Background: an optimization exercise with open tools, aiming at small area and a short achievable clock period. Do not read the settings as production practice. At most, simulation tests tie the RTL to the original design; equivalence was not proved. No functional check of the RTL was part of run 1. Power figures rest on the tool's default switching activity, not on a simulated workload.

==> flow/design.v <==
package wavp_pkg;
    localparam logic [2:0] ST_PARSING    = 3'd0;
    localparam logic [2:0] ST_OK         = 3'd1;
    localparam logic [2:0] ST_NOT_WAVE   = 3'd2;
    localparam logic [2:0] ST_MISSING    = 3'd3;
    localparam logic [2:0] ST_BAD_FORMAT = 3'd4;
    localparam logic [2:0] ST_TRUNCATED  = 3'd5;
    localparam int OUT_BITS = 8 + 3 + 32;
    localparam int OUT_TDATA_W = ((OUT_BITS + 7) / 8) * 8;
endpackage
module wav_riff_header_parser (
    input  logic                             aclk,
    input  logic                             aresetn,
    input  logic                             s_axis_tvalid,
    output logic                             s_axis_tready,
    input  logic [7:0]                       s_axis_tdata,    
    input  logic                             s_axis_tlast,    
    output logic                             m_axis_tvalid,
    input  logic                             m_axis_tready,
    output logic [wavp_pkg::OUT_TDATA_W-1:0] m_axis_tdata,
    output logic                             m_axis_tuser     
);
    localparam logic [2:0] P_HDR  = 3'd0;
    localparam logic [2:0] P_CHDR = 3'd1;
    localparam logic [2:0] P_FMT  = 3'd2;
    localparam logic [2:0] P_DATA = 3'd3;
    localparam logic [2:0] P_SKIP = 3'd4;
    localparam logic [2:0] P_PAD  = 3'd5;
    localparam logic [2:0] P_DONE = 3'd6;
    localparam logic [2:0] P_ERR  = 3'd7;
    logic [2:0]  ph, ph_n;
    logic [5:0]  pos, pos_n, pos_inc;
    logic [31:0] cnt, cnt_n, cnt_dec;
    logic        f1, f1_n;
    logic        f2, f2_n;
    logic        fgood, fgood_n;   
    logic        sfmt, sfmt_n;
    logic        sdata, sdata_n;
    logic        m_valid_reg;
    logic        m_user_reg;
    logic [7:0]  m_byte_reg;
    logic [2:0]  m_stat_reg;
    logic [31:0] m_dlen_reg;
    logic        accept;
    logic        hdr_done;
    logic        chunk_end;
    logic        dload;
    logic        audio;
    logic [31:0] L;
    logic [7:0]  b;
    logic        m_hdr, m_tf, m_td, m_fmt;
    logic [2:0]  verdict;
    logic        v_notwave, v_trunc, v_fin;
    logic        hdr_last, lzero, cnt_one, pos_39;
    assign hdr_last = pos[3] && pos[1:0] == 2'd3;        
    assign lzero    = (L == 32'd0);
    assign cnt_one  = (cnt == 32'd1);
    assign pos_39   = pos[5] && (pos[4] || pos[3] || pos[2:0] == 3'd7);
    assign s_axis_tready = !m_valid_reg || m_axis_tready;
    assign accept        = s_axis_tvalid && s_axis_tready;
    assign b             = s_axis_tdata;
    assign pos_inc       = pos + 6'd1;
    assign cnt_dec       = cnt - 32'd1;
    assign L             = {b, cnt[31:8]};
    always_comb begin
        case ({pos[3], pos[1:0]})
            3'd0:       m_hdr = (b == 8'h52);   
            3'd1:       m_hdr = (b == 8'h49);   
            3'd2, 3'd3: m_hdr = (b == 8'h46);   
            3'd4:       m_hdr = (b == 8'h57);   
            3'd5:       m_hdr = (b == 8'h41);   
            3'd6:       m_hdr = (b == 8'h56);   
            default:    m_hdr = (b == 8'h45);   
        endcase
        case (pos[1:0])
            2'd0:    begin m_tf = (b == 8'h66); m_td = (b == 8'h64); end
            2'd1:    begin m_tf = (b == 8'h6D); m_td = (b == 8'h61); end
            2'd2:    begin m_tf = (b == 8'h74); m_td = (b == 8'h74); end
            default: begin m_tf = (b == 8'h20); m_td = (b == 8'h61); end
        endcase
        case (pos[3:0])
            4'd0:    m_fmt = (b == 8'h01);
            4'd2:    m_fmt = (b == 8'h02);
            4'd4:    m_fmt = (b == 8'h44);
            4'd5:    m_fmt = (b == 8'hAC);
            4'd14:   m_fmt = (b == 8'h10);
            4'd1, 4'd3, 4'd6, 4'd7, 4'd15: m_fmt = (b == 8'h00);
            default: m_fmt = 1'b1;
        endcase
    end
    always_comb begin
        ph_n      = ph;
        pos_n     = pos;
        f1_n      = f1;
        f2_n      = f2;
        fgood_n   = fgood;
        sfmt_n    = sfmt;
        sdata_n   = sdata;
        hdr_done  = 1'b0;
        chunk_end = 1'b0;
        dload     = 1'b0;
        audio     = 1'b0;
        case (ph)
            P_HDR: begin
                f1_n  = (f1 || pos == 6'd0) && (pos[2] || m_hdr);
                pos_n = pos_inc;
                if (hdr_last) begin
                    ph_n  = f1_n ? P_CHDR : P_ERR;
                    pos_n = '0;
                end
            end
            P_CHDR: begin
                if (!pos[2]) begin
                    f1_n = (f1 || pos[1:0] == 2'd0) && m_tf;
                    f2_n = (f2 || pos[1:0] == 2'd0) && m_td;
                end
                pos_n = pos_inc;
                if (pos[2:0] == 3'd7) begin
                    hdr_done = 1'b1;
                end
            end
            P_FMT: begin
                if (f1 && !pos[5] && !pos[4]) begin
                    fgood_n = (fgood || pos[3:0] == 4'd0) && m_fmt;
                end
                if (f1 && pos == 6'd15) begin
                    sfmt_n = 1'b1;
                end
                if (!(pos[5] && (pos[4] || pos[3]))) begin
                    pos_n = pos_inc;
                end
                if (cnt_one) begin
                    chunk_end = 1'b1;
                end
            end
            P_DATA: begin
                audio = 1'b1;
                if (cnt_one) begin
                    chunk_end = 1'b1;
                end
            end
            P_SKIP: begin
                if (cnt_one) begin
                    chunk_end = 1'b1;
                end
            end
            P_PAD: begin
                ph_n  = P_CHDR;
                pos_n = '0;
            end
            default: ;
        endcase
        if (hdr_done) begin
            pos_n = '0;
            f1_n  = |L[31:4];
            f2_n  = L[0];
            if (f1) begin
                ph_n = P_FMT;
            end else if (f2 && !sdata) begin
                sdata_n = 1'b1;
                dload   = 1'b1;
                ph_n    = P_DATA;
            end else begin
                ph_n = P_SKIP;
            end
            if (lzero) begin
                chunk_end = 1'b1;
            end
        end
        if (chunk_end) begin
            if (sfmt_n && sdata_n) begin
                ph_n = P_DONE;
            end else if (f2_n) begin
                ph_n = P_PAD;
            end else begin
                ph_n = P_CHDR;
            end
            pos_n = '0;
        end
        v_notwave = (ph == P_ERR) || (ph == P_HDR && hdr_last && !f1_n);
        v_trunc   = (ph == P_HDR && !hdr_last) ||
                    (ph == P_CHDR && pos[2:0] == 3'd7 && !lzero && (f1 || (f2 && !sdata))) ||
                    (ph == P_FMT && !(cnt_one || (f1 && pos_39))) ||
                    (ph == P_DATA && !cnt_one);
        v_fin     = (ph == P_DONE) ||
                    (ph == P_CHDR && pos[2:0] == 3'd7 && lzero && !f1 && f2 && !sdata && sfmt) ||
                    (ph == P_FMT && sdata && sfmt_n) ||
                    (ph == P_DATA && sfmt);
        if (v_notwave) begin
            verdict = wavp_pkg::ST_NOT_WAVE;
        end else if (v_trunc) begin
            verdict = wavp_pkg::ST_TRUNCATED;
        end else if (v_fin) begin
            verdict = fgood_n ? wavp_pkg::ST_OK : wavp_pkg::ST_BAD_FORMAT;
        end else begin
            verdict = wavp_pkg::ST_MISSING;
        end
    end
    logic take, keep, take_st, keep_st;
    assign take    = accept;
    assign keep    = !accept;
    assign take_st = accept && aresetn && !s_axis_tlast;   
    assign keep_st = aresetn && !accept;
    assign cnt_n = (accept && ph == P_CHDR) ? L : (cnt - {31'd0, accept});
    always_ff @(posedge aclk) begin
        ph    <= ({3{take_st}} & ph_n)  | ({3{keep_st}} & ph);
        pos   <= ({6{take_st}} & pos_n) | ({6{keep_st}} & pos);
        sfmt  <= (take_st & sfmt_n)     | (keep_st & sfmt);
        sdata <= (take_st & sdata_n)    | (keep_st & sdata);
    end
    always_ff @(posedge aclk) begin
        cnt   <= cnt_n;
        f1    <= (take & f1_n)    | (keep & f1);
        f2    <= (take & f2_n)    | (keep & f2);
        fgood <= (take & fgood_n) | (keep & fgood);
    end
    always_ff @(posedge aclk) begin
        if (!aresetn) begin
            m_valid_reg <= 1'b0;
        end else if (accept) begin
            m_valid_reg <= 1'b1;
        end else if (m_axis_tready) begin
            m_valid_reg <= 1'b0;
        end
    end
    logic take_audio, take_last, take_dlen, keep_dlen;
    assign take_audio = accept && audio;
    assign take_last  = accept && s_axis_tlast;
    assign take_dlen  = accept && dload;
    assign keep_dlen  = !accept || sdata;
    always_ff @(posedge aclk) begin
        m_user_reg <= take_audio | (keep & m_user_reg);
        m_byte_reg <= ({8{take_audio}} & b) | ({8{keep}} & m_byte_reg);
        m_stat_reg <= ({3{take_last}} & verdict) | ({3{keep}} & m_stat_reg);
        m_dlen_reg <= ({32{take_dlen}} & L) | ({32{keep_dlen}} & m_dlen_reg);
    end
    assign m_axis_tvalid = m_valid_reg;
    assign m_axis_tdata  = {{(wavp_pkg::OUT_TDATA_W - wavp_pkg::OUT_BITS){1'b0}},
                            m_dlen_reg, m_stat_reg, m_byte_reg};
    assign m_axis_tuser  = m_user_reg;
endmodule
==> flow/flow/run.sh <==
#!/bin/bash
set -euo pipefail
RES=$PWD/orfs/results/$FLOW_PLATFORM/wav_riff_header_parser/base
bash standard.sh "$RES/1_2_yosys.v" > synth_standard.log 2>&1
cp "$RES/1_2_yosys.v" "$RES/1_2_yosys_standard.v"
DU=$(sed -n '/DONT_USE_CELLS/,/^$/p' $FLOW_HOME/platforms/$FLOW_PLATFORM/config.mk | grep -o "sky130_fd_sc_hd__[a-z0-9_]*" | sed 's/^/-dont_use /' | tr '\n' ' ')
IN="$RES/1_2_yosys_standard.v" OUT="$RES/1_2_yosys_remap.v" ABCSCRIPT=$PWD/flow/area.abc DONTUSE="$DU" \
  yosys -c flow/remap.tcl > remap.log 2>&1
python3 flow/tready.py "$RES/1_2_yosys_remap.v" "$RES/1_2_yosys.v" > tready.log 2>&1
bash standard.sh BUFFER_PORTS_ARGS="-buffer_cell sky130_fd_sc_hd__buf_1" finish > standard_flow.log 2>&1
==> flow/flow/area.abc <==
strash
&get -n
&deepsyn -T 20
&put
dch -f
amap -m
topo
==> flow/flow/remap.tcl <==
# Map the combinational logic of the standard synthesis netlist again.
# Flip-flops and tie cells stay black boxes, so they keep name and cell type.
yosys -import
set lib $::env(FLOW_HOME)/platforms/sky130hd/lib/sky130_fd_sc_hd__tt_025C_1v80.lib
read_liberty -ignore_miss_func $lib
foreach m {sky130_fd_sc_hd__dfxtp_1 sky130_fd_sc_hd__dfxtp_2 sky130_fd_sc_hd__dfxtp_4
           sky130_fd_sc_hd__edfxtp_1 sky130_fd_sc_hd__dfrtp_1 sky130_fd_sc_hd__dfstp_1
           sky130_fd_sc_hd__conb_1} {
  catch {blackbox $m}
}
read_verilog $::env(IN)
hierarchy -top wav_riff_header_parser
flatten
# wires inside the flattened cells get internal names, so ports and the
# standard netlist's net names are the ones kept
yosys rename -hide w:*.*
opt_clean -purge
stat -liberty $lib
abc -liberty $lib -script $::env(ABCSCRIPT) {*}$::env(DONTUSE)
opt_clean -purge
setundef -zero
splitnets
opt_clean -purge
hilomap -hicell sky130_fd_sc_hd__conb_1 HI -locell sky130_fd_sc_hd__conb_1 LO
opt_clean -purge
insbuf -buf sky130_fd_sc_hd__buf_1 A X
opt_clean -purge
stat -liberty $lib
write_verilog -noattr -nohex -nodec $::env(OUT)
# read the result back against the cell library and check it
design -reset
read_liberty -lib $lib
read_verilog $::env(OUT)
hierarchy -check -top wav_riff_header_parser
check -assert
stat -liberty $lib
==> flow/flow/tready.py <==
#!/usr/bin/env python3
"""Give s_axis_tready a driver of its own in a mapped netlist.

s_axis_tready = m_axis_tready | !m_axis_tvalid is a path from an input port
straight to an output port.  After mapping, its gate also drives the logic
that accepts a byte, which slows the port path.  This moves every existing
use of the net onto an internal net and drives the port from a new nand2b
gate (Y = A_N | !B) fed by the two ports.
usage: tready.py IN.v OUT.v
"""
import re
import sys

src = open(sys.argv[1]).read()
OUTS = {"X", "Y", "Q", "Q_N", "COUT", "SUM", "HI", "LO"}
n_drv = 0

def fix_cell(m):
    global n_drv
    body = m.group(0)
    def pin(p):
        global n_drv
        if p.group(1) in OUTS:
            n_drv += 1
        return ".%s(tready_int)" % p.group(1)
    return re.sub(r"\.(\w+)\(s_axis_tready\)", pin, body)

head, sep, rest = src.partition("  wire s_axis_tready;\n")
assert sep, "no s_axis_tready wire"
rest = re.sub(r"  sky130_fd_sc_hd__\w+ \S+ \(.*?\);\n", fix_cell, rest, flags=re.S)
assert n_drv == 1, "expected exactly one driver of s_axis_tready, found %d" % n_drv
cell = ("  sky130_fd_sc_hd__nand2b_1 tready_port (\n"
        "    .A_N(m_axis_tready),\n    .B(m_axis_tvalid),\n    .Y(s_axis_tready)\n  );\n")
i = rest.rindex("endmodule")
out = head + sep + "  wire tready_int;\n" + rest[:i] + cell + rest[i:]
open(sys.argv[2], "w").write(out)
==> flow/standard.sh <==
#!/bin/bash
# synth_recipe.tcl (not shown) runs the flow's synth.tcl, then flattens the netlist and writes it again
# the make line also repeats each setting of config.mk as NAME=value (left out here)
make -C /OpenROAD-flow-scripts/flow DESIGN_CONFIG=/design/flow/config.mk WORK_HOME=/design/flow/orfs CLKGATE_MAP_FILE= SYNTH_SCRIPT=/design/flow/synth_recipe.tcl "${@:-finish}"
==> flow/config.mk <==
export PLATFORM = sky130hd
export DESIGN_NAME = wav_riff_header_parser
export DESIGN_NICKNAME = wav_riff_header_parser
export VERILOG_FILES = /design/flow/design.v
export SDC_FILE = /design/flow/constraint.sdc
export NUM_CORES = 4
export LEC_CHECK = 0
export CAP_MARGIN = 20
export CORE_MARGIN = 2
export CORE_UTILIZATION = 40
export SETUP_SLACK_MARGIN = 3.8
export SLEW_MARGIN = 20
==> flow/constraint.sdc <==
create_clock -name core_clock -period 6.5 [get_ports {aclk}]
set_input_delay 1.3000 -clock core_clock [delete_from_list [all_inputs] [get_ports {aclk}]]
set_output_delay 1.3000 -clock core_clock [all_outputs]
set_load 0.01 [all_outputs]
==> summary.txt, run 1 <==
Outcome
  • Status: no timing/DRC/antenna violations

Timing
  • Fin. Hold Viols: 0
  • Rel. slew slack: between 50% and 60%
  • Worst Skew: 0.01515 ns
  • Setup violations, final: 0
  • Slew @ Worst Pin: 0.7353 ns
  • RSZ-0062 raised after global routing: true
  • Tmin final: about 3.3 ns
  • TNS Setup: 0 ns
  • Max Freq: 302.5 MHz
  • Final worst-path cycle share: between 50% and 60%
  • Pins Over Slew Limit: 0

Clock tree
  • Root Driver: clkbuf_8
  • Hold buffers post-CTS: 0
  • Total CTS buffers: 9
  • Worst-case clock buffer depth: 2
  • H-tree depth: 3
  • Reg clk slew, reported paths: 0.09 ns
  • Clock Latency Late Sink: 0.36 ns
  • CTS tree: built
  • CTS Sinks: between 90 and 100

Final layout
  • Seq. cell area: between 0.0015 and 0.002 mm²
  • Layout cell share with drive strength beyond 1: 20.99%
  • Number of antenna diodes: 0
  • Footprint of the multi-input gates: 0.001997 mm²
  • Fillers: 932
  • Final Net Count: 632
  • Fin util: 53.84%
  • Synth-to-Final Area Change: 31.83%

Global route
  • Met3 Usage GRT: 3.965%
  • Global-route usage over all layers: 20.80%
  • Met1 Usage GRT: 27.65%
  • Vias in the first global route: between 3000 and 4000
  • Initial antenna violation count: 0
  • GRT overflow: 0
  • Largest net degree at the start of global routing: 36
  • First-pass GRT wire length: 17600 µm
  • GR Layer Usage met2: 33.35%
  • Grt peak-use layer: met2

Floorplan
  • CORE AREA: 0.009684 mm²
  • Starting density of the core: 40.84%
  • IO Count: 64
  • Die area: between 0.01 and 0.015 mm²
  • Die Wd: 103.4 µm
  • Die Y: 103.4 µm
  • Rows: 36

Route
  • DRC: 0
  • First-pass DRT Iterations: 4
  • Total number of vias: 4055
  • Starting DRC count in detailed routing: 140
  • Drt wl/cell: 14.45 µm
  • Routed Antenna Nets: 0
  • Via density: 5.357
  • WL final: 10940 µm

Critical path
  • CP endpoint kind: flip-flop
  • Crit path DAT: 3.58 ns
  • Crit path launch type: input pin
  • CP required: around 6.8 ns
  • Critical Path Fanout Max: 4
  • Crit Path Class: input pin to flip-flop

Power
  • Pwr Total: 1228 µW
  • Worst vdd ir: about 0.00011 V
  • Lkg Pwr: 0.001846 µW
  • PwrDens: 235.5 mW/mm²

Place
  • IO Port Bufs: 58
  • Post-DP HPWL: about 7200 µm
  • Gpl congestion: 0.9451

Yosys
  • Mapped cell area: between 0.003 and 0.004 mm²
  • Synth Instances: a little over 500
  • Ys Warns: 1
  • Mean Syn Cell Area: a little under 8 µm²

Min path
  • Hold Path Class: flip-flop to flip-flop

Run
  • Max Cap Viol: 0
[per-stage QoR]
stage | instances | setup WS (ns) | hold WS [ns] | instance area [µm²]
5_1_grt | 757 | 3.085 | 0.4784 | 5214
3_3_place_gp | 697 | 2.554 | 0.4408 | 4456
6_report | 757 | 3.194 | 0.4602 | 5214
4_1_cts | 745 | 3.160 | 0.4635 | 5005
2_1_floorplan | 509 | 2.865 | 0.4385 | 4073
3_5_place_dp | 697 | 2.467 | 0.4463 | 4461
[cell usage in the layout, fill, tap and decap left out, types with 5 or more instances in the layout]
master,count
nor2_4,10
buf_1,50
a32o_1,8
o22ai_1,54
dfxtp_1,86
a32oi_1,6
nor2_2,8
o21ai_0,19
nor2_1,58
buf_6,7
conb_1,5
nor3_1,11
clkinv_4,5
a21oi_1,22
a31oi_1,6
nand2_1,29
clkbuf_8,10
clkinv_1,84
buf_4,39
[final timing paths]
kind                          from  cells past startpoint  slack, ns                    end
min          m_dlen_reg[0]$_DFF_P_                      2       0.46  m_dlen_reg[0]$_DFF_P_
max                  m_axis_tready                     19       3.19        cnt[31]$_DFF_P_
min reg2reg  m_dlen_reg[0]$_DFF_P_                      2       0.46  m_dlen_reg[0]$_DFF_P_
max reg2reg        cnt[15]$_DFF_P_                     12       3.38          ph[2]$_DFF_P_
[power breakdown]
group / internal [µW] / switching [µW] / total (µW)
Clock: 151 / 205 / 357
Combinational: 81.2 / 120 / 201
Sequential: 618 / 52.3 / 670
[critical path, stage by stage]
cell      delay, ns
buf_8          0.07
nor2b_4        0.04
inv_4          0.06
nand2_8        0.05
nor2_4         0.13
inv_4          0.05
nor2_4         0.11
clkinv_4       0.07
nor2_4         0.12
clkinv_4       0.08
nor2_4         0.14
inv_4          0.05
nor2_4         0.07
nand2_1        0.05
or4_4          0.48
or2_4          0.29
nor2_4         0.12
nor2_2         0.05
o32ai_2        0.24
[layer usage]
metal  part of all wire (%)  vias up
li1                       -     2032
met1                     47     1900
met2                     47      109
met3                    5.1       14
met4                    1.4        0
met5                      0        -
[what timing repair did]
| item | CTS | global route |
|---|---|---|
| gates resized for setup | 40 | 38 |
| pin swaps | 30 | 20 |
| setup endpoints to repair | 64 | 72 |
| setup buffers | 32 | 12 |
[layout make-up]
cell class	instances	share of cell area (%)
Tap cell	133	3.192
Sequential cell	91	35.78
Timing Repair Buffer	104	11.69
Clock buffer	11	2.712
Inverter	97	7.607
Multi-Input combinational cell	316	38.30
Clock inverter	5	0.7199
==> inputs of run 2 (changes only) <==
--- a/flow/design.v
+++ b/flow/design.v
@@ -32,3 +32,3 @@
     logic [5:0]  pos, pos_n, pos_inc;
-    logic [31:0] cnt, cnt_n, cnt_dec;
+    logic [31:0] cnt, cnt_n, borrow;
     logic        f1, f1_n;
@@ -62,3 +62,8 @@
     assign pos_inc       = pos + 6'd1;
-    assign cnt_dec       = cnt - 32'd1;
+    always_comb begin
+        borrow[0] = 1'b1;
+        for (int i = 1; i < 32; i++) begin
+            borrow[i] = borrow[i-1] && !cnt[i-1];
+        end
+    end
     assign L             = {b, cnt[31:8]};
@@ -203,3 +208,3 @@
     assign keep_st = aresetn && !accept;
-    assign cnt_n = (accept && ph == P_CHDR) ? L : (cnt - {31'd0, accept});
+    assign cnt_n = (accept && ph == P_CHDR) ? L : (cnt ^ ({32{accept}} & borrow));
     always_ff @(posedge aclk) begin
--- a/flow/config.mk
+++ b/flow/config.mk
@@ -10,3 +10,3 @@
 export CORE_UTILIZATION = 40
-export SETUP_SLACK_MARGIN = 3.8
+export SETUP_SLACK_MARGIN = 3.6
 export SLEW_MARGIN = 20
==> summary.txt, run 2 <==
Timing
  • Slew @ Worst Pin: 0.9819 ns (+0.2466 ns)
  • Tmin final: 3.766 ns (+0.4600 ns)
  • Fin. Hold Viols: 0 (unchanged)
  • Worst Hold Margin: 0.4582 ns (-0.001976 ns)
  • Worst Skew: 0.01336 ns (-0.001788 ns)
  • Max Freq: 265.5 MHz (-12%)
  • RSZ-0062 raised after global routing: true
  • Rel. slew slack: 34.47% (-16 points)
  • Pins Over Slew Limit: 0 (unchanged)
  • Final worst-path cycle share: 57.94% (+7.1 points)
  • Setup violations, final: 0 (unchanged)
  • TNS Setup: 0 ns (unchanged)

Final layout
  • Number of antenna diodes: 0 (unchanged)
  • Most frequent cells in the layout: 87 x clkinv_1, 87 x dfxtp_1, 55 x nor2_1
  • Fin cells: 773 (+2.1%)
  • Final Net Count: 648 (+2.5%)
  • Synth-to-Final Area Change: 34.11%
  • Layout cell share with drive strength beyond 1: 20.63% (-0.37 points)

Clock tree
  • Total CTS buffers: 9 (unchanged)
  • Worst-case clock buffer depth: 2 (unchanged)
  • Reg clk slew, reported paths: 0.10 ns (about the same)
  • CTS tree: built
  • Clock Latency Late Sink: 0.37 ns (about the same)
  • H-tree depth: 3 (unchanged)
  • CTS Sinks: 91 (unchanged)
  • Hold buffers post-CTS: 0 (unchanged)
  • Root Driver: clkbuf_8

Outcome
  • Status: no timing/DRC/antenna violations

Critical path
  • Crit Path Class: input pin to flip-flop
  • CP peak stage delay: 0.26 ns (-0.22 ns)
  • Critical Path Fanout Max: 3 (-1)
  • CP required: 6.77 ns (about the same)
  • Crit path launch type: input pin
  • Critical path's slowest cell: or2_4
  • Crit path max-delay family: simple AND/OR/NAND/NOR gates
  • CP Buf/Inv Count: 7 (+1)
  • CP endpoint kind: flip-flop
  • Most common cell on crit path: nor2_4
  • R2R setup slack: 3.22 ns (-0.16 ns)
  • Crit path DAT: 4.04 ns (+0.46 ns)

Yosys
  • Mapped cell area: 0.003969 mm² (+0.35%)
  • Mean Syn Cell Area: 7.545 µm² (-3.7%)
  • Synth Instances: 526 (+4.2%)
  • Ys Warns: 1 (unchanged)

Place
  • Post-DP HPWL: 7299 µm (+1.8%)
  • Gpl congestion: 0.9225 (-2.4%)
  • Inst Count DP: 717 (+2.9%)
  • IO Port Bufs: 58 (unchanged)

Power
  • Worst vdd ir: 0.0001139 V (+5.7%)
  • PwrDens: 233.4 mW/mm² (-0.87%)
  • Lkg Pwr: 0.001879 µW (+1.8%)

Floorplan
  • Rows: 36 (unchanged)
  • Die Wd: 103.6 µm (+0.17%)
  • Starting density of the core: 40.98% (+0.14 points)
  • Die Y: 103.6 µm (+0.17%)
  • Die area: 0.01074 mm² (+0.34%)
  • CORE AREA: 0.009684 mm² (unchanged)
  • IO Count: 64 (unchanged)

Route
  • First-pass DRT Iterations: 4 (unchanged)
  • Starting DRC count in detailed routing: 147 (+5.0%)
  • Drt wl/cell: 15.40 µm (+6.5%)
  • Routed Antenna Nets: 0 (unchanged)
  • Via density: 5.420 (+1.2%)
  • DRC: 0 (unchanged)
  • WL final: 11900 µm (+8.8%)
  • Total number of vias: 4190 (+3.3%)

Global route
  • Largest net degree at the start of global routing: 34 (-5.6%)
  • Vias in the first global route: 3943 (+4.3%)
  • Initial antenna violation count: 0 (unchanged)
  • Global-route usage over all layers: 21.27% (+0.47 points)
  • First-pass GRT wire length: 18840 µm (+7.1%)
  • GRT overflow: 0 (unchanged)

Run
  • Max Cap Viol: 0 (unchanged)

Min path
  • Hold Path Class: flip-flop to flip-flop
==> run 2: timing repair <==
action,CTS,global route
resized for setup,59,37
endpoints found under the setup margin,74,71
cloned,1,0
buffers inserted,28,11
pin swaps,22,24
==> run 2: metal layers <==
layer  vias to the layer above  GRT usage [%]  wire, µm
li1                       2056              -         -
met1                      1984          26.41      5096
met2                       129          36.71      6059
met3                        21          3.713       561
met4                         0          8.398       183
met5                         -              0         0
==> run 2: tightest hold or removal path: stages (launching register included) <==
cell and delay, ns:
dfxtp_1 0.33, nand2_1 0.04, o21ai_0 0.06
==> run 2: final cells by class <==
type	instances	area, µm²
repair buffers	98	571.8
clock buffers	9	123.9
flip-flops and latches	91	1862
inverters	100	400.4
well taps	133	166.4
multi-input cells	335	2108
clock inverters	7	90.09
fillers	934	4362
==> run 2: per-stage QoR <==
stage | power (µW) | instance area (µm²) | util (%) | worst slack [ns]
after detailed placement | 794.6 | 4469 | 46.15 | 1.955
final | 1242 | 5323 | 54.96 | 2.734
after CTS | 1223 | 5115 | 52.82 | 2.643
after global routing | 1293 | 5323 | 54.96 | 2.620
after global placement | 791.5 | 4469 | 46.15 | 2.113
after floorplan | 752.0 | 4094 | - | 2.474
==> run 2: power breakdown <==
group	total, µW	internal [µW]	switching [µW]
clock network	418	189	229
logic	182	66.6	115
registers	643	605	37.7
==> run 2: path summary, 6_finish.rpt <==
| kind | endpoint | depth (start not counted) | start |
|---|---|---|---|
| min reg2reg | m_byte_reg[2]$_DFF_P_ | 2 | m_byte_reg[2]$_DFF_P_ |
| min | m_byte_reg[2]$_DFF_P_ | 2 | m_byte_reg[2]$_DFF_P_ |
| max | cnt[31]$_DFF_P_ | 25 | m_axis_tready |
| max reg2reg | cnt[31]$_DFF_P_ | 22 | cnt[2]$_DFF_P_ |
==> inputs of run 3 (changes only) <==
==> flow/flow/run.sh (replaced) <==
#!/bin/bash
set -euo pipefail
bash standard.sh BUFFER_PORTS_ARGS="-buffer_cell sky130_fd_sc_hd__buf_1" finish > standard_flow.log 2>&1
--- a/flow/config.mk
+++ b/flow/config.mk
@@ -10,2 +10,3 @@
 export CORE_UTILIZATION = 40
+export CTS_BUF_LIST = sky130_fd_sc_hd__clkbuf_8
 export SETUP_SLACK_MARGIN = 3.6
removed: flow/flow/area.abc
removed: flow/flow/remap.tcl
removed: flow/flow/tready.py
==> summary.txt, run 3 <==
Outcome
  • Status: no timing/DRC/antenna violations

Clock tree
  • Reg clk slew, reported paths: 0.09 ns (about the same)
  • CTS tree: built
  • Hold buffers post-CTS: 0 (unchanged)
  • Root Driver: clkbuf_8
  • Worst-case clock buffer depth: 2 (unchanged)
  • CTS Sinks: 91 (unchanged)
  • Clock Latency Late Sink: 0.38 ns (about the same)
  • H-tree depth: 3 (unchanged)
  • Total CTS buffers: 9 (unchanged)

Final layout
  • Layout cell share with drive strength beyond 1: 10.64% (-10 points)
  • Final Net Count: 606 (-6.5%)
  • Most frequent cells in the layout: 86 x dfxtp_1, 60 x nor2_1, 55 x buf_1
  • Commonest non-fill, non-tap cell in the layout: dfxtp_1
  • Number of antenna diodes: 0 (unchanged)
  • Fin util: 46.28% (-8.7 points)
  • Fin cells: 735 (-4.9%)
  • Synth-to-Final Area Change: 12.02%

Route
  • Total number of vias: 4298 (+2.6%)
  • Drt wl/cell: 17.31 µm (+12%)
  • First-pass DRT Iterations: 5 (+1)
  • Starting DRC count in detailed routing: 331 (+130%)
  • Routed Antenna Nets: 0 (unchanged)
  • Via density: 5.848 (+7.9%)
  • WL final: 12730 µm (+6.9%)
  • DRC: 0 (unchanged)

Yosys
  • Ys Warns: 1 (unchanged)
  • Synth area leaders: dfxtp_1 37%, a22o_1 7.7%, nor2_1 4.8%
  • Register area share after synthesis: 39.13%
  • Synth cell types: 79
  • Synth Flop Type: dfxtp_1
  • Mean Syn Cell Area: 8.651 µm² (+15%)
  • Synth Instances: 550 (+4.6%)
  • Top post-synthesis cells by count: 87 x dfxtp_1, 61 x nor2_1, 42 x a22o_1
  • Number of flops mapped to enable cells by yosys: 4
  • Count leader, synth: dfxtp_1
  • Synth top area share: 36.60%
  • Asr flop ratio synth: 0%
  • Leading area contributor after synthesis: dfxtp_1
  • Mapped cell area: 0.004758 mm² (+20%)
  • Synth Register Bits: 91

Timing
  • TNS Setup: 0 ns (unchanged)
  • Worst Skew: 0.01218 ns (-0.001182 ns)
  • Tmin final: 2.935 ns (-0.8308 ns)
  • Pins Over Slew Limit: 0 (unchanged)
  • Max Freq: 340.7 MHz (+28%)
  • Rel. slew slack: 26.81% (-7.7 points)
  • Final worst-path cycle share: 45.16% (-13 points)
  • Slew @ Worst Pin: 1.089 ns (+0.1075 ns)
  • RSZ-0062 raised after global routing: true
  • Fin. Hold Viols: 0 (unchanged)
  • Setup violations, final: 0 (unchanged)

Power
  • Pwr Total: 1397 µW (+12%)
  • Worst vdd ir: 0.0001319 V (+16%)
  • PwrDens: 262.1 mW/mm² (+12%)
  • Lkg Pwr: 0.001935 µW (+3.0%)

Floorplan
  • Rows: 39 (+8.3%)
  • Die Wd: 113.1 µm (+9.1%)
  • IO Count: 64 (unchanged)
  • Starting density of the core: 41.32% (+0.34 points)
  • Die area: 0.01278 mm² (+19%)
  • Die Y: 113.1 µm (+9.1%)
  • CORE AREA: 0.01152 mm² (+19%)

Place
  • Inst Count DP: 715 (-0.28%)
  • Post-DP HPWL: 8673 µm (+19%)
  • IO Port Bufs: 58 (unchanged)
  • Gpl congestion: 0.9692 (+5.1%)

Min path
  • Hold Path Class: flip-flop to flip-flop

Global route
  • Vias in the first global route: 4009 (+1.7%)
  • First-pass GRT wire length: 20900 µm (+11%)
  • Largest net degree at the start of global routing: 65 (+91%)
  • GRT overflow: 0 (unchanged)
  • Initial antenna violation count: 0 (unchanged)
  • Global-route usage over all layers: 20.29% (-0.98 points)

Critical path
  • Crit path DAT: 1.64 ns (-2.40 ns)
  • Critical Path Fanout Max: 3 (unchanged)
  • CP endpoint kind: output port
  • Crit path launch type: input pin
  • CP required: 5.20 ns (-1.57 ns)
  • Crit Path Class: input pin to output port

Run
  • Max Cap Viol: 0 (unchanged)
[run 3: layout make-up]
type	count	area, µm²
tap	143	178.9
clock buffer	9	123.9
timing repair buffer	64	276.5
fill	1149	6186
sequential	91	1863
clock inverter	7	91.34
inverter	16	63.81
multi-input combinational	405	2733
[run 3: path summary, 6_finish.rpt]
check	to	depth (start not counted)	startpoint	slack [ns]
worst max-delay path	s_axis_tready	3	m_axis_tready	3.56
worst min-delay path	m_stat_reg[0]$_DFF_P_	2	m_stat_reg[0]$_DFF_P_	0.47
worst max register to register	m_stat_reg[0]$_DFF_P_	8	pos[0]$_DFF_P_	3.74
worst min register to register	m_stat_reg[0]$_DFF_P_	2	m_stat_reg[0]$_DFF_P_	0.47
[run 3: per-stage QoR]
stage	hold slack, ns	instance area [µm²]	setup slack [ns]
6_report	0.4684	5330	3.565
2_1_floorplan	0.4658	4773	3.602
3_5_place_dp	0.4488	5000	2.691
3_3_place_gp	0.4623	5000	2.813
4_1_cts	0.4710	5261	3.563
5_1_grt	0.4893	5330	3.545
[run 3: routing by layer]
metal	up-vias	GRT usage, %	share of wire (%)
li1	2099	-	-
met4	0	8.211	1.7
met2	132	32.22	47
met3	20	2.517	4.7
met5	-	0	0
met1	2047	28.09	47
[run 3: logic make-up (layout without fill, tap and decap cells)]
| kind of cell | after synthesis | after routing | synth area share (%) |
|---|---|---|---|
| adders and majority gates | 6 | 6 | 1.578 |
| xor gates and xnor gates | 23 | 23 | 4.234 |
| AOI/OAI and AO/OA | 173 | 173 | 26.35 |
| buffers and inverters | 58 | 96 | 5.259 |
| muxes | 1 | 1 | 0.2366 |
| other | 1 | 5 | 0.07881 |
| and+or+nand+nor | 197 | 197 | 23.14 |
| DFF | 91 | 91 | 39.13 |
[run 3: power by group]
part | internal, µW | switching [µW] | leakage, µW | total [µW]
Sequential | 625 | 94.1 | 0.000749 | 719
Combinational | 109 | 137 | 0.00107 | 247
Clock | 217 | 214 | 0.000117 | 431
[run 3: repair_timing]
item                                    in CTS  in global routing
hold endpoints to repair                     0                  0
pin swaps                                    1                  1
endpoints found under the setup margin      79                 46
resized for setup                           10                 12
setup buffers                                1                  3
[run 3: critical path, cell delays in order]
cell	delay, ns
buf_1	0.07
nand2b_4	0.15
buf_6	0.12
==> inputs of run 4 (changes only) <==
--- a/flow/config.mk
+++ b/flow/config.mk
@@ -9,3 +9,3 @@
 export CORE_MARGIN = 2
-export CORE_UTILIZATION = 40
+export CORE_UTILIZATION = 60
 export CTS_BUF_LIST = sky130_fd_sc_hd__clkbuf_8
==> summary.txt, run 4 <==
Yosys
  • Register area share after synthesis: 39.13% (unchanged)
  • Synth Area in Adders: 1.578% (unchanged)
  • Leading area contributor after synthesis: dfxtp_1
  • Synth Flop Type: dfxtp_1
  • Mapped cell area: 0.004758 mm² (unchanged)
  • Mean Syn Cell Area: 8.651 µm² (unchanged)
  • XOR/XNOR Fraction of Synth Area: 4.233% (unchanged)
  • Simple-gate area share of the yosys netlist: 23.14% (unchanged)
  • Count leader, synth: dfxtp_1
  • Synth cell types: 79 (unchanged)
  • Largest family of logic cells by synthesized area: compound AO/OA/AOI/OAI gates
  • Number of flops mapped to enable cells by yosys: 4 (unchanged)
  • Asr flop ratio synth: 0% (unchanged)
  • Compound-cell area share of the yosys netlist: 26.35% (unchanged)
  • Synth Instances: 550 (unchanged)
  • Synth top area share: 36.60% (unchanged)
  • Synth area leaders: dfxtp_1 37%, a22o_1 7.7%, nor2_1 4.8%
  • Top post-synthesis cells by count: 87 x dfxtp_1, 61 x nor2_1, 42 x a22o_1
  • Multiplexer area fraction after synthesis: 0.2367% (unchanged)
  • Synth Register Bits: 91 (unchanged)
  • Ys Warns: 1 (unchanged)

Power
  • Worst vdd ir: 0.0002212 V (+68%)
  • Lkg Pwr: 0.001950 µW (+0.76%)
  • Clock power share: 29.3% (-1.6 points)
  • Net Sw Power: 455.0 µW (+2.0%)
  • PwrDens: 257.7 mW/mm² (-1.7%)
  • Switching share of power: 33.18% (+1.3 points)
  • Comb pwr share: 18.3% (+0.6 points)
  • Sequential power share: 52.4% (+0.9 points)
  • Int Pwr: 916.1 µW (-3.7%)

Clock tree
  • CTS tree: built
  • Total CTS buffers: 9 (unchanged)
  • CTS Sinks: 91 (unchanged)
  • Root Driver: clkbuf_8
  • Clock Latency Late Sink: 0.37 ns (about the same)
  • Worst-case clock buffer depth: 2 (unchanged)
  • H-tree depth: 3 (unchanged)
  • Reg clk slew, reported paths: 0.10 ns (about the same)

Place
  • IO Port Bufs: 58 (unchanged)
  • Gpl congestion: 0.9342 (-3.6%)
  • Placed cell areas: 0.004949 mm² (-1.0%)
  • Inst Count DP: 674 (-5.7%)
  • Post-DP HPWL: 8298 µm (-4.3%)

Run
  • Max Cap Viol: 0 (unchanged)

Timing
  • Tmin final: 2.955 ns (+0.01959 ns)
  • Fin. Hold Viols: 0 (unchanged)
  • Worst Skew: 0.01327 ns (+0.001089 ns)
  • Setup violations, final: 0 (unchanged)
  • TNS Setup: 0 ns (unchanged)
  • Max Freq: 338.4 MHz (-0.66%)
  • Pins Over Slew Limit: 0 (unchanged)
  • Rel. slew slack: 23.03% (-3.8 points)
  • RSZ-0062 raised after global routing: true
  • Slew @ Worst Pin: 1.146 ns (+0.05633 ns)
  • Worst Hold Margin: 0.4741 ns (+0.005720 ns)
  • Final worst-path cycle share: 45.46% (+0.30 points)

Outcome
  • Status: no timing/DRC/antenna violations

Final layout
  • Synth-to-Final Area Change: 11.81%
  • Layout cell share with drive strength beyond 1: 12.40% (+1.8 points)
  • Commonest non-fill, non-tap cell in the layout: dfxtp_1
  • Fin cells: 699 (-4.9%)
  • Fillers: 656 (-43%)
  • Post-route cell area: 0.005320 mm² (-0.19%)
  • Number of antenna diodes: 0 (unchanged)
  • Most frequent cells in the layout: 86 x dfxtp_1, 60 x nor2_1, 54 x buf_1
  • Final Net Count: 611 (+0.83%)

Global route
  • Initial antenna violation count: 0 (unchanged)
  • First-pass GRT wire length: 20220 µm (-3.2%)
  • GRT overflow: 0 (unchanged)
  • Global-route usage over all layers: 29.23% (+8.9 points)
  • Largest net degree at the start of global routing: 65 (unchanged)
  • Vias in the first global route: 4095 (+2.1%)

Floorplan
  • Die Wd: 93.06 µm (-18%)
  • Starting density of the core: 61.90% (+21 points)
  • Die area: 0.008659 mm² (-32%)
  • Rows: 32 (-18%)
  • CORE AREA: 0.007687 mm² (-33%)
  • Die Y: 93.06 µm (-18%)
  • IO Count: 64 (unchanged)

Critical path
  • Crit path DAT: 1.65 ns (about the same)
  • Critical Path Fanout Max: 5 (+2)
  • Worst r2r src: pos[0]$_DFF_P_
  • CP required: 5.20 ns (about the same)
  • Cells along the critical path: buf_1 > nand2b_4 > buf_6
  • CP endpoint kind: output port
  • Critical path's slowest cell: nand2b_4
  • R2r endpoint: ph[1]$_DFF_P_
  • Cell depth of the worst flop-to-flop path: 7 (-1)
  • Crit path launch type: input pin
  • R2R setup slack: 3.78 ns (+0.04 ns)
  • CP peak stage delay: 0.16 ns (about the same)
  • Crit Path Class: input pin to output port

Route
  • WL final: 12220 µm (-4.0%)
  • Drt wl/cell: 17.48 µm (+0.97%)
  • Routed Antenna Nets: 0 (unchanged)
  • Starting DRC count in detailed routing: 234 (-29%)
  • Total number of vias: 4330 (+0.74%)
  • First-pass DRT Iterations: 4 (-1)
  • Via density: 6.195 (+5.9%)
  • DRC: 0 (unchanged)

Min path
  • Hold Path Class: flip-flop to flip-flop
  • Hold Path Stages: 2 (unchanged)
  • Hold EP: m_stat_reg[0]$_DFF_P_
  • Hold path start: m_stat_reg[0]$_DFF_P_
[run 4: worst max-delay path, delay by kind of cell]
family | cells | cell delay, ns
buffers and inverters | 2 | 0.19
AND/OR/NAND/NOR | 1 | 0.16
[run 4: what timing repair did]
item,CTS,global route
hold endpoints to repair,0,0
hold buffers,0,0
setup endpoints to repair,79,45
resized for setup,12,15
pin swaps,1,2
cloned,0,0
buffers inserted,2,7
[run 4: cells by family (layout without fill, tap and decap cells)]
logic type / count (synthesis) / after routing
compound gates: 173 / 173
other cells: 1 / 5
mux: 1 / 1
buf+inv: 58 / 101
fa+ha+maj: 6 / 6
flops: 91 / 91
xor+xnor: 23 / 23
simple gates: 197 / 197
[run 4: area by class of cell]
type | count | area [µm²] | area share, %
tap | 102 | 127.6 | 2.399
clock inverter | 7 | 72.57 | 1.364
multi-input combinational | 405 | 2758 | 51.83
sequential | 91 | 1863 | 35.02
inverter | 16 | 63.81 | 1.199
timing repair buffer | 69 | 311.5 | 5.856
clock buffer | 9 | 123.9 | 2.328
[run 4: how the worst max path moves through the flow]
stage                               start               endpoint  slack (ns)  cells after the start
after floorplan           s_axis_tdata[2]  m_stat_reg[2]$_DFF_P_        3.60                      7
after global placement      m_axis_tready        cnt[15]$_DFF_P_        2.87                      7
after detailed placement    m_axis_tready        cnt[13]$_DFF_P_        2.71                      7
after CTS                   m_axis_tready          s_axis_tready        3.56                      3
after global routing        m_axis_tready          s_axis_tready        3.53                      3
final                       m_axis_tready          s_axis_tready        3.55                      3
[run 4: power by group through the flow]
stage | Clock (µW) | Combinational, µW | Sequential (µW)
after global routing | 426 | 282 | 729
after floorplan | 0 | 197 | 705
final | 402 | 251 | 718
after detailed placement | 0 | 240 | 729
after CTS | 404 | 243 | 717
after global placement | 0 | 232 | 728
[run 4: per-stage QoR]
step / utilization (%) / setup WS (ns) / power, µW
2_1_floorplan: - / 3.602 / 901.9
3_3_place_gp: 64.37 / 2.870 / 959.8
3_5_place_dp: 64.37 / 2.715 / 968.7
4_1_cts: 67.76 / 3.557 / 1365
5_1_grt: 69.21 / 3.533 / 1438
6_report: 69.21 / 3.545 / 1371
[run 4: layer usage]
| metal | GRT usage, % | wire length, µm | vias up | part of all wire, % |
|---|---|---|---|---|
| met2 | 48.97 | 5944 | 121 | 49 |
| met3 | 4.674 | 547 | 23 | 4.5 |
| met1 | 37.67 | 5417 | 2079 | 44 |
| li1 | - | - | 2107 | - |
| met4 | 11.89 | 309 | 0 | 2.5 |
| met5 | 0 | 0 | - | 0 |
==> inputs of run 5 (changes only) <==
--- a/flow/config.mk
+++ b/flow/config.mk
@@ -9,4 +9,6 @@
 export CORE_MARGIN = 2
-export CORE_UTILIZATION = 60
+export CORE_UTILIZATION = 40
 export CTS_BUF_LIST = sky130_fd_sc_hd__clkbuf_8
+export CTS_CLUSTER_DIAMETER = 100
+export CTS_CLUSTER_SIZE = 30
 export SETUP_SLACK_MARGIN = 3.6
==> summary.txt, run 5 <==
Power
  • Worst vdd ir: 0.0001319 V (-40%)
  • Sequential power share: 51.5% (-0.9 points)
  • Switching share of power: 31.93% (-1.3 points)
  • Comb pwr share: 17.7% (-0.6 points)
  • Net Sw Power: 445.9 µW (-2.0%)
  • Clock power share: 30.9% (+1.6 points)
  • Pwr Total: 1397 µW (+1.9%)
  • PwrDens: 262.1 mW/mm² (+1.7%)
  • Lkg Pwr: 0.001935 µW (-0.76%)
  • Int Pwr: 950.9 µW (+3.8%)

Global route
  • First-pass GRT wire length: 20900 µm (+3.3%)
  • Largest net degree at the start of global routing: 65 (unchanged)
  • Vias in the first global route: 4009 (-2.1%)
  • GRT overflow: 0 (unchanged)
  • Global-route usage over all layers: 20.29% (-8.9 points)
  • Initial antenna violation count: 0 (unchanged)

Clock tree
  • Root Driver: clkbuf_8
  • Reg clk slew, reported paths: 0.09 ns (about the same)
  • CTS tree: built
  • Total CTS buffers: 9 (unchanged)
  • CTS Sinks: 91 (unchanged)
  • Hold buffers post-CTS: 0 (unchanged)
  • Clock Latency Late Sink: 0.38 ns (about the same)
  • H-tree depth: 3 (unchanged)
  • Worst-case clock buffer depth: 2 (unchanged)

Timing
  • Pins Over Slew Limit: 0 (unchanged)
  • TNS Setup: 0 ns (unchanged)
  • Max Freq: 340.7 MHz (+0.67%)
  • Tmin final: 2.935 ns (-0.01959 ns)
  • Fin. Hold Viols: 0 (unchanged)
  • Worst Skew: 0.01218 ns (-0.001089 ns)
  • Slew @ Worst Pin: 1.089 ns (-0.05633 ns)
  • Final worst-path cycle share: 45.16% (-0.30 points)
  • Setup violations, final: 0 (unchanged)
  • Rel. slew slack: 26.81% (+3.8 points)
  • RSZ-0062 raised after global routing: true
  • Setup ws final: 3.565 ns (+0.01959 ns)

Critical path
  • CP peak stage delay: 0.15 ns (about the same)
  • Crit path launch type: input pin
  • Critical path's slowest cell: nand2b_4
  • Crit path max-delay family: buffers and inverters
  • CP Buf/Inv Count: 2 (unchanged)
  • CP endpoint kind: output port
  • CP required: 5.20 ns (about the same)
  • Critical Path Fanout Max: 3 (-2)
  • Crit Path Class: input pin to output port
  • Cells along the critical path: buf_1 > nand2b_4 > buf_6
  • Crit path DAT: 1.64 ns (about the same)

Yosys
  • Mean Syn Cell Area: 8.651 µm² (unchanged)
  • Ys Warns: 1 (unchanged)
  • Count leader, synth: dfxtp_1
  • Synth Flop Type: dfxtp_1
  • Mapped cell area: 0.004758 mm² (unchanged)
  • Synth cell types: 79 (unchanged)
  • Synth top area share: 36.60% (unchanged)
  • Leading area contributor after synthesis: dfxtp_1
  • Number of flops mapped to enable cells by yosys: 4 (unchanged)
  • Register area share after synthesis: 39.13% (unchanged)
  • Asr flop ratio synth: 0% (unchanged)
  • Top post-synthesis cells by count: 87 x dfxtp_1, 61 x nor2_1, 42 x a22o_1
  • Synth Register Bits: 91 (unchanged)
  • Synth area leaders: dfxtp_1 37%, a22o_1 7.7%, nor2_1 4.8%
  • Synth Instances: 550 (unchanged)

Outcome
  • Status: no timing/DRC/antenna violations

Route
  • Drt wl/cell: 17.31 µm (-0.96%)
  • Via density: 5.848 (-5.6%)
  • Starting DRC count in detailed routing: 331 (+41%)
  • DRC: 0 (unchanged)
  • Routed Antenna Nets: 0 (unchanged)
  • Total number of vias: 4298 (-0.74%)
  • WL final: 12730 µm (+4.1%)
  • First-pass DRT Iterations: 5 (+1)

Place
  • Post-DP HPWL: 8673 µm (+4.5%)
  • Inst Count DP: 715 (+6.1%)
  • Gpl congestion: 0.9692 (+3.7%)
  • IO Port Bufs: 58 (unchanged)
  • Place WS: 2.691 ns (-0.02330 ns)

Final layout
  • Commonest non-fill, non-tap cell in the layout: dfxtp_1
  • Fin cells: 735 (+5.2%)
  • Number of antenna diodes: 0 (unchanged)
  • Synth-to-Final Area Change: 12.02%
  • Final Net Count: 606 (-0.82%)
  • Layout cell share with drive strength beyond 1: 10.64% (-1.8 points)
  • Most frequent cells in the layout: 86 x dfxtp_1, 60 x nor2_1, 55 x buf_1

Floorplan
  • Starting density of the core: 41.32% (-21 points)
  • Die Y: 113.1 µm (+22%)
  • CORE AREA: 0.01152 mm² (+50%)
  • Die area: 0.01278 mm² (+48%)
  • IO Count: 64 (unchanged)
  • Rows: 39 (+22%)
  • Die Wd: 113.1 µm (+22%)

Run
  • Max Cap Viol: 0 (unchanged)

Min path
  • Hold Path Class: flip-flop to flip-flop
-- run 5: final cells by class --
type / instances / area, µm²
inverters: 16 / 63.81
flip-flops and latches: 91 / 1863
clock buffers: 9 / 123.9
repair buffers: 64 / 276.5
well taps: 143 / 178.9
clock inverters: 7 / 91.34
fillers: 1149 / 6186
multi-input cells: 405 / 2733
-- run 5: final timing paths --
kind	startpoint	to	slack [ns]	cells after the start
worst max-delay path	m_axis_tready	s_axis_tready	3.56	3
worst min-delay path	m_stat_reg[0]$_DFF_P_	m_stat_reg[0]$_DFF_P_	0.47	2
worst max register to register	pos[0]$_DFF_P_	m_stat_reg[0]$_DFF_P_	3.74	8
worst min register to register	m_stat_reg[0]$_DFF_P_	m_stat_reg[0]$_DFF_P_	0.47	2
-- run 5: repair_timing --
| item | in CTS | in global routing |
|---|---|---|
| pin swaps | 1 | 1 |
| gates resized for setup | 10 | 12 |
| setup endpoints to repair | 79 | 46 |
| buffers inserted | 1 | 3 |
-- run 5: cell families after synthesis --
group,Yosys count,share of synthesized area (%)
AND/OR/NAND/NOR,197,23.14
AO/OA/AOI/OAI,173,26.35
flip-flops,91,39.13
buffers and inverters,58,5.259
XOR/XNOR,23,4.234
adder cells (fa/ha/maj),6,1.578
other,1,0.07881
multiplexers,1,0.2366
-- run 5: power groups by stage --
stage / clock network [µW] / registers, µW / logic (µW)
after floorplan: 0 / 705 / 197
after global placement: 0 / 731 / 235
after detailed placement: 0 / 731 / 239
after CTS: 439 / 719 / 243
after global routing: 463 / 732 / 273
final: 431 / 719 / 247
-- run 5: worst reg2reg max path: stages (launching register included) --
cell and delay [ns]:
dfxtp_1 0.52, ha_4 0.27, ha_1 0.33, and4bb_2 0.36, nand3b_1 0.21, nor4_1 0.43
o22ai_1 0.19, nor3b_1 0.25, o31ai_1 0.09
-- run 5: metal layers --
layer	track usage (%)	part of all wire (%)
met5	0	0
met4	8.211	1.7
met3	2.517	4.7
met2	32.22	47
met1	28.09	47
-- run 5: metrics by stage --
stage	util (%)	cell area, µm²	hold slack (ns)
floorplan	-	4773	0.4658
global placement	43.42	5000	0.4623
detailed placement	43.42	5000	0.4488
CTS	45.69	5261	0.4710
global route	46.28	5330	0.4893
finish	46.28	5330	0.4684
==> inputs of run 6 (changes only) <==
--- a/flow/config.mk
+++ b/flow/config.mk
@@ -10,5 +10,4 @@
 export CORE_UTILIZATION = 40
-export CTS_BUF_LIST = sky130_fd_sc_hd__clkbuf_8
-export CTS_CLUSTER_DIAMETER = 100
-export CTS_CLUSTER_SIZE = 30
+export CTS_BUF_LIST = sky130_fd_sc_hd__clkbuf_4 sky130_fd_sc_hd__clkbuf_8
+export CTS_CLUSTER_SIZE = 12
 export SETUP_SLACK_MARGIN = 3.6
==> summary.txt, run 6 <==
Power
  • Worst vdd ir: 0.0001319 V (about the same)
  • PwrDens: 262.9 mW/mm² (+0.31%)
  • Switching share of power: 31.78% (-0.15 points)
  • Sequential power share: 51.2% (-0.3 points)
  • Clock power share: 31.2% (+0.3 points)
  • Lkg Pwr: 0.001934 µW (about the same)
  • Net Sw Power: 445.6 µW (about the same)
  • Pwr Total: 1402 µW (+0.38%)
  • Comb pwr share: 17.6% (about the same)
  • Int Pwr: 956.6 µW (+0.60%)

Timing
  • Final worst-path cycle share: 45.16% (unchanged)
  • Tmin final: 2.935 ns (unchanged)
  • Max Freq: 340.7 MHz (unchanged)
  • Fin. Hold Viols: 0 (unchanged)
  • Rel. slew slack: 26.75% (-0.061 points)
  • Worst Hold Margin: 0.4684 ns (-0.00001400 ns)
  • TNS Setup: 0 ns (unchanged)
  • Worst Skew: 0.01238 ns (+0.0002032 ns)
  • Setup violations, final: 0 (unchanged)
  • Pins Over Slew Limit: 0 (unchanged)
  • RSZ-0062 raised after global routing: true
  • Slew @ Worst Pin: 1.090 ns (+0.0009131 ns)

Global route
  • Largest net degree at the start of global routing: 65 (unchanged)
  • Initial antenna violation count: 0 (unchanged)
  • First-pass GRT wire length: 20900 µm (unchanged)
  • Vias in the first global route: 4008 (-0.025%)
  • GRT overflow: 0 (unchanged)
  • Global-route usage over all layers: 20.29% (unchanged)

Place
  • Gpl congestion: 0.9692 (unchanged)
  • Post-DP HPWL: 8673 µm (unchanged)
  • IO Port Bufs: 58 (unchanged)

Clock tree
  • Hold buffers post-CTS: 0 (unchanged)
  • Total CTS buffers: 9 (unchanged)
  • CTS tree: built
  • Clock Latency Late Sink: 0.38 ns (about the same)
  • Worst-case clock buffer depth: 2 (unchanged)
  • H-tree depth: 3 (unchanged)
  • CTS Sinks: 91 (unchanged)
  • Root Driver: clkbuf_8
  • Reg clk slew, reported paths: 0.09 ns (about the same)

Route
  • Starting DRC count in detailed routing: 330 (-0.30%)
  • DRC: 0 (unchanged)
  • Total number of vias: 4306 (+0.19%)
  • Routed Antenna Nets: 0 (unchanged)
  • First-pass DRT Iterations: 5 (unchanged)
  • Drt wl/cell: 17.31 µm (about the same)
  • WL final: 12720 µm (about the same)
  • Via density: 5.859 (+0.19%)

Floorplan
  • Die area: 0.01278 mm² (unchanged)
  • Rows: 39 (unchanged)
  • Starting density of the core: 41.32% (unchanged)
  • Die Wd: 113.1 µm (unchanged)
  • Die Y: 113.1 µm (unchanged)
  • IO Count: 64 (unchanged)
  • CORE AREA: 0.01152 mm² (unchanged)

Yosys
  • Synth top area share: 36.60% (unchanged)
  • Synth cell types: 79 (unchanged)
  • Synth area leaders: dfxtp_1 37%, a22o_1 7.7%, nor2_1 4.8%
  • Ys Warns: 1 (unchanged)
  • Leading area contributor after synthesis: dfxtp_1
  • Register area share after synthesis: 39.13% (unchanged)
  • Asr flop ratio synth: 0% (unchanged)
  • Mapped cell area: 0.004758 mm² (unchanged)
  • Top post-synthesis cells by count: 87 x dfxtp_1, 61 x nor2_1, 42 x a22o_1
  • Synth Flop Type: dfxtp_1
  • Number of flops mapped to enable cells by yosys: 4 (unchanged)
  • Count leader, synth: dfxtp_1
  • Mean Syn Cell Area: 8.651 µm² (unchanged)
  • Synth Register Bits: 91 (unchanged)
  • Synth Instances: 550 (unchanged)

Critical path
  • Worst r2r src: pos[0]$_DFF_P_
  • Crit Path Class: input pin to output port
  • R2R setup slack: 3.74 ns (about the same)
  • CP endpoint kind: output port
  • CP Launch Point: m_axis_tready
  • R2r endpoint: m_stat_reg[0]$_DFF_P_
  • Cells along the critical path: buf_1 > nand2b_4 > buf_6
  • Crit path launch type: input pin
  • Critical path's slowest cell: nand2b_4
  • CP peak stage delay: 0.15 ns (about the same)
  • Cell depth of the worst flop-to-flop path: 8 (unchanged)
  • Crit path to: s_axis_tready
  • CP required: 5.20 ns (about the same)
  • Crit path DAT: 1.64 ns (about the same)
  • Critical Path Fanout Max: 3 (unchanged)

Final layout
  • Number of antenna diodes: 0 (unchanged)
  • Layout cell share with drive strength beyond 1: 10.81% (+0.17 points)
  • Commonest non-fill, non-tap cell in the layout: dfxtp_1
  • Final Net Count: 606 (unchanged)
  • Synth-to-Final Area Change: 12.10% (about the same)
  • Most frequent cells in the layout: 86 x dfxtp_1, 60 x nor2_1, 55 x buf_1

Outcome
  • Status: no timing/DRC/antenna violations

Min path
  • Hold Path Class: flip-flop to flip-flop

Run
  • Max Cap Viol: 0 (unchanged)
[run 6: cell counts after synthesis]
Identical to the previous run, type by type.
[run 6: worst max-delay path, delay by kind of cell]
family                 cells  cell delay, ns
AND/OR/NAND/NOR            1            0.15
buffers and inverters      2            0.19
[run 6: per-stage QoR]
stage / worst slack (ns) / area [µm²] / util (%) / std cells
final: 3.565 / 5334 / 46.32 / 735
after floorplan: 3.602 / 4773 / - / 554
after global routing: 3.545 / 5334 / 46.32 / 735
after detailed placement: 2.691 / 5000 / 43.42 / 715
after CTS: 3.563 / 5265 / 45.72 / 732
after global placement: 2.813 / 5000 / 43.42 / 715
[run 6: cells by family (layout without fill, tap and decap cells)]
logic type | count (synthesis) | in the layout | synth area share (%)
AND/OR/NAND/NOR | 197 | 197 | 23.14
XOR/XNOR | 23 | 23 | 4.234
AO/OA/AOI/OAI | 173 | 173 | 26.35
multiplexers | 1 | 1 | 0.2366
flip-flops | 91 | 91 | 39.13
other | 1 | 5 | 0.07881
buffers and inverters | 58 | 96 | 5.259
adder cells (fa/ha/maj) | 6 | 6 | 1.578
[run 6: worst min-delay path by stage]
stage,start,endpoint,slack [ns],cells past startpoint
finish,m_stat_reg[0]$_DFF_P_,m_stat_reg[0]$_DFF_P_,0.47,2
global route,m_stat_reg[0]$_DFF_P_,m_stat_reg[0]$_DFF_P_,0.49,2
CTS,m_stat_reg[0]$_DFF_P_,m_stat_reg[0]$_DFF_P_,0.47,2
detailed placement,m_stat_reg[0]$_DFF_P_,m_stat_reg[0]$_DFF_P_,0.45,2
global placement,m_dlen_reg[6]$_DFF_P_,m_dlen_reg[6]$_DFF_P_,0.46,1
floorplan,cnt[23]$_DFF_P_,m_dlen_reg[15]$_DFF_P_,0.47,1
[run 6: final cells by class]
| cell class | instances | area (µm²) |
|---|---|---|
| clock buffer | 10 | 131.4 |
| clock inverter | 6 | 87.58 |
| fill | 1151 | 6182 |
| inverter | 16 | 63.81 |
| multi-input combinational | 405 | 2733 |
| sequential | 91 | 1863 |
| tap | 143 | 178.9 |
| timing repair buffer | 64 | 276.5 |
[run 6: power by group through the flow]
stage	logic, µW	clock network, µW	registers, µW
2_1_floorplan	197	0	705
3_3_place_gp	235	0	731
3_5_place_dp	239	0	731
4_1_cts	243	445	719
5_1_grt	273	468	732
6_report	247	437	719
[run 6: routing by layer]
| layer | share of wire (%) | GRT usage [%] | vias up |
|---|---|---|---|
| met4 | 1.8 | 8.211 | 0 |
| met5 | 0 | 0 | - |
| li1 | - | - | 2098 |
| met2 | 47 | 32.22 | 131 |
| met3 | 4.9 | 2.517 | 16 |
| met1 | 46 | 28.09 | 2061 |
[run 6: what timing repair did]
action	CTS	global route
endpoints found under the hold margin	0	0
resized for setup	10	12
pin swaps	1	1
buffers inserted	1	3
endpoints found under the setup margin	79	46
==> inputs of run 7 (changes only) <==
--- a/flow/config.mk
+++ b/flow/config.mk
@@ -10,4 +10,2 @@
 export CORE_UTILIZATION = 40
-export CTS_BUF_LIST = sky130_fd_sc_hd__clkbuf_4 sky130_fd_sc_hd__clkbuf_8
-export CTS_CLUSTER_SIZE = 12
 export SETUP_SLACK_MARGIN = 3.6
==> summary.txt, run 7 <==
Outcome
  • Status: no timing/DRC/antenna violations

Yosys
  • Top post-synthesis cells by count: 87 x dfxtp_1, 61 x nor2_1, 42 x a22o_1
  • Compound-cell area share of the yosys netlist: 26.35% (unchanged)
  • Synth Register Bits: 91 (unchanged)
  • Synth cell types: 79 (unchanged)
  • Asr flop ratio synth: 0% (unchanged)
  • Synth top area share: 36.60% (unchanged)
  • Synth Flop Type: dfxtp_1
  • Leading area contributor after synthesis: dfxtp_1
  • Mean Syn Cell Area: 8.651 µm² (unchanged)
  • Largest family of logic cells by synthesized area: compound AO/OA/AOI/OAI gates
  • Synth Area in Adders: 1.578% (unchanged)
  • XOR/XNOR Fraction of Synth Area: 4.233% (unchanged)
  • Ys Warns: 1 (unchanged)
  • Count leader, synth: dfxtp_1
  • Register area share after synthesis: 39.13% (unchanged)
  • Synth area leaders: dfxtp_1 37%, a22o_1 7.7%, nor2_1 4.8%
  • Number of flops mapped to enable cells by yosys: 4 (unchanged)
  • Synth Instances: 550 (unchanged)
  • Simple-gate area share of the yosys netlist: 23.14% (unchanged)
  • Multiplexer area fraction after synthesis: 0.2367% (unchanged)
  • Mapped cell area: 0.004758 mm² (unchanged)

Power
  • Switching share of power: 30.36% (-1.4 points)
  • Int Pwr: 1058 µW (+11%)
  • Pwr Total: 1519 µW (+8.4%)
  • Comb pwr share: 16.3% (-1.3 points)
  • Sequential power share: 47.4% (-3.8 points)
  • Clock power share: 36.3% (+5.1 points)
  • Net Sw Power: 461.3 µW (+3.5%)
  • Lkg Pwr: 0.001969 µW (+1.8%)
  • PwrDens: 278.9 mW/mm² (+6.1%)
  • Worst vdd ir: 0.0001425 V (+8.1%)

Clock tree
  • CTS tree: built
  • Reg clk slew, reported paths: 0.06 ns (-0.03 ns)
  • H-tree depth: 3 (unchanged)
  • Root Driver: clkbuf_16
  • Worst-case clock buffer depth: 2 (unchanged)
  • Clock Latency Late Sink: 0.35 ns (-0.03 ns)
  • CTS Sinks: 91 (unchanged)
  • Total CTS buffers: 9 (unchanged)

Route
  • First-pass DRT Iterations: 5 (unchanged)
  • Total number of vias: 4279 (-0.63%)
  • DRC: 0 (unchanged)
  • Starting DRC count in detailed routing: 338 (+2.4%)
  • WL final: 12770 µm (+0.40%)
  • Via density: 5.822 (-0.63%)
  • Routed Antenna Nets: 0 (unchanged)
  • Drt wl/cell: 17.38 µm (+0.40%)

Timing
  • RSZ-0062 raised after global routing: true
  • Pins Over Slew Limit: 0 (unchanged)
  • Tmin final: 2.916 ns (-0.01878 ns)
  • TNS Setup: 0 ns (unchanged)
  • Max Freq: 342.9 MHz (+0.64%)
  • Fin. Hold Viols: 0 (unchanged)
  • Worst Skew: 0.007288 ns (-0.005094 ns)
  • Setup violations, final: 0 (unchanged)
  • Rel. slew slack: 28.68% (+1.9 points)
  • Final worst-path cycle share: 44.87% (-0.29 points)
  • Slew @ Worst Pin: 1.062 ns (-0.02868 ns)

Final layout
  • Final Net Count: 606 (unchanged)
  • Number of antenna diodes: 0 (unchanged)
  • Layout cell share with drive strength beyond 1: 10.81% (unchanged)
  • Most frequent cells in the layout: 86 x dfxtp_1, 60 x nor2_1, 55 x buf_1
  • Synth-to-Final Area Change: 14.46%
  • Fin util: 47.29% (+0.98 points)
  • Commonest non-fill, non-tap cell in the layout: dfxtp_1
  • Fillers: 1132 (-1.7%)

Critical path
  • CP required: 5.20 ns (about the same)
  • CP endpoint kind: output port
  • Crit path launch type: input pin
  • Critical Path Fanout Max: 2 (-1)
  • Crit path DAT: 1.62 ns (-0.02 ns)
  • Crit Path Class: input pin to output port

Global route
  • Initial antenna violation count: 0 (unchanged)
  • GRT overflow: 0 (unchanged)
  • Vias in the first global route: 4033 (+0.62%)
  • Largest net degree at the start of global routing: 65 (unchanged)
  • Global-route usage over all layers: 20.47% (+0.18 points)
  • First-pass GRT wire length: 21070 µm (+0.79%)

Floorplan
  • Die Y: 113.1 µm (unchanged)
  • CORE AREA: 0.01152 mm² (unchanged)
  • IO Count: 64 (unchanged)
  • Die area: 0.01278 mm² (unchanged)
  • Starting density of the core: 41.32% (unchanged)
  • Rows: 39 (unchanged)
  • Die Wd: 113.1 µm (unchanged)

Run
  • Max Cap Viol: 0 (unchanged)

Min path
  • Hold Path Class: flip-flop to flip-flop

Place
  • Gpl congestion: 0.9692 (unchanged)
  • IO Port Bufs: 58 (unchanged)
  • Post-DP HPWL: 8673 µm (unchanged)
run 7: through the flow:
step                      std cells  hold slack (ns)  instance area, µm²  worst slack, ns
final                           735           0.4580                5446            3.584
after global routing            735           0.4838                5446            3.566
after CTS                       734           0.4644                5376            3.584
after detailed placement        715           0.4488                5000            2.691
after global placement          715           0.4623                5000            2.813
after floorplan                 554           0.4658                4773            3.602
run 7: critical path, cell delays in order:
cell	delay, ns
buf_1	0.07
nand2b_4	0.13
buf_6	0.12
run 7: repair_timing:
action | 4_1_cts | 5_1_grt
hold buffers | 0 | 0
setup endpoints to repair | 79 | 50
resized for setup | 11 | 14
pin swaps | 1 | 1
buffers inserted | 3 | 1
run 7: cell type report:
type                       instances  area, µm²  area share (%)
clock buffer                      11      254.0           4.663
tap                              143      178.9           3.285
inverter                          16      63.81           1.172
sequential                        91       1863           34.21
clock inverter                     5      57.56           1.057
multi-input combinational        405       2753           50.54
timing repair buffer              64      276.5           5.077
run 7: logic make-up after synthesis:
group,Yosys count
flops,91
xor+xnor,23
other cells,1
compound gates,173
mux,1
buf+inv,58
simple gates,197
fa+ha+maj,6
run 7: final timing paths:
| kind | start | endpoint | slack, ns | cells after the start |
|---|---|---|---|---|
| worst max-delay path | m_axis_tready | s_axis_tready | 3.58 | 3 |
| worst min-delay path | m_stat_reg[0]$_DFF_P_ | m_stat_reg[0]$_DFF_P_ | 0.46 | 2 |
| worst max register to register | ph[0]$_DFF_P_ | ph[2]$_DFF_P_ | 3.72 | 6 |
| worst min register to register | m_stat_reg[0]$_DFF_P_ | m_stat_reg[0]$_DFF_P_ | 0.46 | 2 |
run 7: power groups by stage:
stage | logic, µW | registers (µW) | clock network [µW]
detailed placement | 239 | 731 | 0
global placement | 235 | 731 | 0
CTS | 246 | 720 | 562
global route | 275 | 732 | 585
floorplan | 197 | 705 | 0
finish | 248 | 719 | 552
run 7: layer usage:
layer / vias up / part of all wire (%) / global-route usage (%)
li1: 2106 / - / -
met1: 2054 / 47 / 27.96
met2: 106 / 47 / 32.65
met3: 13 / 4.5 / 2.839
met4: 0 / 1.7 / 8.455
met5: - / 0 / 0

## re-timing with driven ports
Ports are ideal in the flow. The routed layouts listed here were re-timed in OpenROAD.
Step 1 (the two cells are an assumption about what drives the block):
set clk [get_ports {aclk}]
set_driving_cell -lib_cell sky130_fd_sc_hd__clkbuf_16 $clk
set_driving_cell -lib_cell sky130_fd_sc_hd__buf_2 [delete_from_list [all_inputs] $clk]
Step 2 adds t to the input delays and takes it off the output delays; t is the mean of the earliest and latest rising clock arrival at the registers after step 1. Input paths then give back, and output paths get back, about the clock's delay inside the block.
Slacks: no drivers / after step 1 / after step 2; pairs: no drivers / after step 1.
run	t, ns	slack for setup (ns)	pins driven straight from the clock port
run 1	0.389	3.194 / 3.174 / 2.785	1
run 2	0.398	2.734 / 2.717 / 2.320	1
run 3	0.410	3.565 / 3.541 / 3.312	1
run 4	0.398	3.545 / 3.518 / 3.300	1
run 5	0.410	3.565 / 3.541 / 3.312	1
run 6	0.410	3.565 / 3.541 / 3.311	1
run 7	0.385	3.584 / 3.559 / 3.294	1
After both steps setup and hold are still met in every run listed. For run 2, which loses most, drivers alone change the setup slack by -0.017 ns; drivers and shift together by -0.414 ns.
